This design comes from an exercise in tuning for small area on the open sky130 flow, not from production work.
Power figures rest on the tool's default switching activity, not on a simulated workload.

// video_box_overlay
module video_box_overlay #(
  parameter int N_BOX   = 8,
  parameter int W_PIX   = 24,
  parameter int W_COORD = 12,
  parameter int W_THK   = 4,
  localparam int W_IDX  = (N_BOX > 1) ? $clog2(N_BOX) : 1
) (
  input  logic               clk,
  input  logic               rstn,
  input  logic               vsync,
  input  logic               hsync,
  input  logic               de,
  input  logic [W_PIX-1:0]   data,
  input  logic               cfg_we,
  input  logic [W_IDX-1:0]   cfg_idx,
  input  logic               cfg_en,
  input  logic               cfg_blend,
  input  logic [W_COORD-1:0] cfg_x,
  input  logic [W_COORD-1:0] cfg_y,
  input  logic [W_COORD-1:0] cfg_w,
  input  logic [W_COORD-1:0] cfg_h,
  input  logic [W_THK-1:0]   cfg_thick,
  input  logic [W_PIX-1:0]   cfg_color,
  output logic               vsync_o,
  output logic               hsync_o,
  output logic               de_o,
  output logic [W_PIX-1:0]   data_o,
  output logic               cfg_commit
);
  localparam int N_LANE = W_PIX / 8;
  localparam int SPLIT  = 6;
  localparam logic [W_COORD-1:0] COORD_MAX = {W_COORD{1'b1}};
  function automatic logic [SPLIT:0] add_lo(input logic [SPLIT-1:0] a,
                                            input logic [SPLIT-1:0] b, input logic ci);
    logic c;
    c = ci;
    for (int k = 0; k < SPLIT; k++) begin
      add_lo[k] = a[k] ^ b[k] ^ c;
      c         = (a[k] & b[k]) | (a[k] & c) | (b[k] & c);
    end
    add_lo[SPLIT] = c;
  endfunction
  function automatic logic [W_COORD-SPLIT:0] add_hi(input logic [W_COORD-SPLIT-1:0] a,
                                                    input logic [W_COORD-SPLIT-1:0] b,
                                                    input logic ci);
    logic c;
    c = ci;
    for (int k = 0; k < W_COORD - SPLIT; k++) begin
      add_hi[k] = a[k] ^ b[k] ^ c;
      c         = (a[k] & b[k]) | (a[k] & c) | (b[k] & c);
    end
    add_hi[W_COORD-SPLIT] = c;
  endfunction
  function automatic logic ge_t(input logic [W_THK-1:0] a, input logic [W_THK-1:0] b);
    logic c;
  ...
export LEC_CHECK = 0
export CAP_MARGIN = 20
export CORE_MARGIN = 2
export CORE_UTILIZATION = 70
export CTS_BUF_LIST = sky130_fd_sc_hd__clkbuf_16
export CTS_CLUSTER_DIAMETER = 100
export CTS_CLUSTER_SIZE = 30
export GPL_TIMING_DRIVEN = 0
export SLEW_MARGIN = 20
export SYNTH_HIERARCHICAL = 0
create_clock -name core_clock -period 6.0 [get_ports {clk}]
standard.sh (not shown) runs the stock make flow with config.mk's settings and CLKGATE_MAP_FILE= SYNTH_SCRIPT=/design/flow/synth_recipe.tcl, a recipe that flattens the netlist after the stock synthesis.
==> flow/flow/run.sh <==
#!/bin/bash
# Standard layout with one netlist clean-up between synthesis and floorplan:
# flow/fixinv.py re-picks the polarity of the self-dual cells (full adders,
# majority gates) in the synthesized netlist so fewer inverters are needed.
# Registers and all other cells are untouched. Each step logs to its own file.
set -euo pipefail
# Port buffers: the smallest buffer cell (the repair steps resize it where a port needs more drive).
export BUFFER_PORTS_ARGS="-buffer_cell sky130_fd_sc_hd__buf_1"
R="$PWD/orfs/results/$FLOW_PLATFORM/video_box_overlay/base"
bash standard.sh "$R/1_2_yosys.v" > synth.log 2>&1
cp "$R/1_2_yosys.v" "$R/1_2_yosys.orig.v"
python3 flow/fixinv.py "$R/1_2_yosys.orig.v" "$R/1_2_yosys.v" > fixinv.log 2>&1
bash standard.sh > layout.log 2>&1
Other scripts of this flow, unchanged in this note and not shown: flow/flow/fixinv.py
The starting point finished but fails on negative setup slack.
Change:
--- a/flow/design.v
+++ b/flow/design.v
@@ -50,30 +50,30 @@
       c         = (a[k] & b[k]) | (a[k] & c) | (b[k] & c);
     end
     add_hi[W_COORD-SPLIT] = c;
   endfunction
   function automatic logic ge_t(input logic [W_THK-1:0] a, input logic [W_THK-1:0] b);
     logic c;
     c = 1'b1;
     for (int k = 0; k < W_THK; k++)
       c = (a[k] & ~b[k]) | (a[k] & c) | (~b[k] & c);
     ge_t = c;
   endfunction
   function automatic logic [3:0] axis_lo(
-    input logic [SPLIT-1:0] np, input logic ci, input logic [SPLIT-1:0] lo,
+    input logic [SPLIT-1:0] np, input logic [SPLIT-1:0] lo,
     input logic [SPLIT-1:0] sm, input logic [W_THK-1:0] t
   );
     logic [SPLIT:0] nd, g;
     logic [SPLIT-1:0] d;
-    nd = add_lo(lo, np, ci);
+    nd = add_lo(lo, np, 1'b0);
     g  = add_lo(sm, nd[SPLIT-1:0], 1'b1);
     d  = ~nd[SPLIT-1:0];
     axis_lo = {nd[SPLIT], g[SPLIT],
                (|d[SPLIT-1:W_THK]) | ge_t(d[W_THK-1:0], t),
                (|g[SPLIT-1:W_THK]) | ge_t(g[W_THK-1:0], t)};
   endfunction
   function automatic logic [1:0] axis_hi(
     input logic [W_COORD-SPLIT-1:0] np, input logic [W_COORD-SPLIT-1:0] lo,
     input logic [W_COORD-SPLIT-1:0] sm, input logic [3:0] part
   );
     logic [W_COORD-SPLIT:0] nd, g;
     nd = add_hi(lo, np, part[3]);
@@ -108,25 +108,25 @@
   logic [W_PIX-1:0]   pend_color_r [N_BOX];
   logic               act_en_r     [N_BOX];
   logic               act_blend_r  [N_BOX];
   logic [W_COORD-1:0] act_x_r      [N_BOX];
   logic [W_COORD-1:0] act_y_r      [N_BOX];
   logic [W_COORD-1:0] act_wm_r     [N_BOX];
   logic [W_COORD-1:0] act_hm_r     [N_BOX];
   logic [W_THK-1:0]   act_nthk_r  [N_BOX];
   logic [W_PIX-1:0]   act_color_r  [N_BOX];
   logic               v1_r, v2_r, v3_r;
   logic               s1_vs_r, s1_hs_r, s1_de_r;
   logic [W_PIX-1:0]   s1_data_r;
-  logic               s1_xsat_r;
+  logic [W_COORD-1:0] s1_x_r;
   logic               s2_vs_r, s2_hs_r, s2_de_r;
   logic [W_PIX-1:0]   s2_data_r;
   logic [3:0]         s2_part_r    [N_BOX];
   logic [W_COORD-SPLIT-1:0] s2_ph_r;
   logic [1:0]         yflag_r      [N_BOX];
   logic               s3_vs_r, s3_hs_r, s3_de_r, s3_hit_r, s3_blend_r;
   logic [W_PIX-1:0]   s3_data_r, s3_color_r;
   logic [W_COORD-1:0] p1_s;
   logic [3:0]         part_s       [N_BOX];
   logic [1:0]         ax_s         [N_BOX];
   logic [N_BOX-1:0]   hit_s, sel_s;
   logic               sel_hit_s, sel_blend_s;
@@ -188,28 +188,28 @@
       end
       if (vsync_rise_s) begin
         act_blend_r[i] <= pend_blend_r[i];
         act_x_r[i]     <= pend_x_r[i];
         act_y_r[i]     <= pend_y_r[i];
         act_wm_r[i]    <= pend_wm_r[i];
         act_hm_r[i]    <= pend_hm_r[i];
         act_nthk_r[i] <= pend_nthk_r[i];
         act_color_r[i] <= pend_color_r[i];
       end
     end
   end
-  assign p1_s = s1_de_r ? x_cnt_r : y_cnt_r;
+  assign p1_s = s1_de_r ? s1_x_r : y_cnt_r;
   always_comb begin
     for (int i = 0; i < N_BOX; i++)
-      part_s[i] = axis_lo(~p1_s[SPLIT-1:0], s1_de_r & ~s1_xsat_r,
+      part_s[i] = axis_lo(~p1_s[SPLIT-1:0],
                           s1_de_r ? act_x_r[i][SPLIT-1:0] : act_y_r[i][SPLIT-1:0],
                           s1_de_r ? act_wm_r[i][SPLIT-1:0] : act_hm_r[i][SPLIT-1:0],
                           ~act_nthk_r[i]);
   end
   always_comb begin
     logic any;
     for (int i = 0; i < N_BOX; i++) begin
       ax_s[i] = axis_hi(~s2_ph_r,
                         s2_de_r ? act_x_r[i][W_COORD-1:SPLIT] : act_y_r[i][W_COORD-1:SPLIT],
                         s2_de_r ? act_wm_r[i][W_COORD-1:SPLIT] : act_hm_r[i][W_COORD-1:SPLIT],
                         s2_part_r[i]);
       hit_s[i] = act_en_r[i] & ax_s[i][1] & yflag_r[i][1] &
@@ -253,25 +253,25 @@
       v3_r    <= v2_r;
       vsync_o <= v3_r & s3_vs_r;
       hsync_o <= v3_r & s3_hs_r;
       de_o    <= v3_r & s3_de_r;
       data_o  <= v3_r ? mix_s : {W_PIX{1'b0}};
     end
   end
   always_ff @(posedge clk) begin
     s1_vs_r    <= vsync;
     s1_hs_r    <= hsync;
     s1_de_r    <= de;
     s1_data_r  <= data;
-    s1_xsat_r  <= &x_cnt_r;
+    s1_x_r     <= x_cnt_r;
     s2_vs_r    <= s1_vs_r;
     s2_hs_r    <= s1_hs_r;
     s2_de_r    <= s1_de_r;
     s2_data_r  <= s1_data_r;
     for (int i = 0; i < N_BOX; i++)
       s2_part_r[i] <= part_s[i];
     s2_ph_r    <= p1_s[W_COORD-1:SPLIT];
     for (int i = 0; i < N_BOX; i++)
       if (!s2_de_r)
         yflag_r[i] <= ax_s[i];
     s3_vs_r    <= s2_vs_r;
     s3_hs_r    <= s2_hs_r;
What happened: The new run produced a layout that fails on negative setup slack. Synthesized cell count grows by 4.0%. Power is higher by 1.1%. Routed wire length rises by 4.2%. Critical path depth drops by 1. Worst hold slack gains 5.5 ps. Via count came out higher by 4.0%. Sequential cell count came out higher by 11. Area after synthesis grows by 1.6%. Cell count rose by 2.2%. Cell area climbs by 1.1%. Combinational power is about the same. Sequential power barely changes. Global-route usage goes up by 0.78 points.
No run of this note included a check of the RTL's function; only the layout flow was run.

-- re-timing with driven ports --
No port has a modelled driver above. Below, the same layouts with a new extraction and two added sets of constraints. Step 1 sets driving cells, clkbuf_16 on the clock port and buf_2 on the other inputs (assumed; they add their load-dependent delay and slew). Step 2 adds t to the input delays and takes it off the output delays; t is the mean of the earliest and latest rising clock arrival at the registers after step 1. Input paths then give back, and output paths get back, about the clock's delay inside the block. Slacks: no drivers / after step 1 / after step 2; pairs: no drivers / after step 1.
| run | shift t [ns] | slack for setup (ns) | worst data-port slew with drivers (ns) | cell pins on the clock port's net |
|---|---|---|---|---|
| the first run | 0.725 | -0.429 / -0.429 / -0.429 | 0.08 | 1 |
| the second run | 0.722 | -0.016 / -0.016 / -0.016 | 0.11 | 1 |
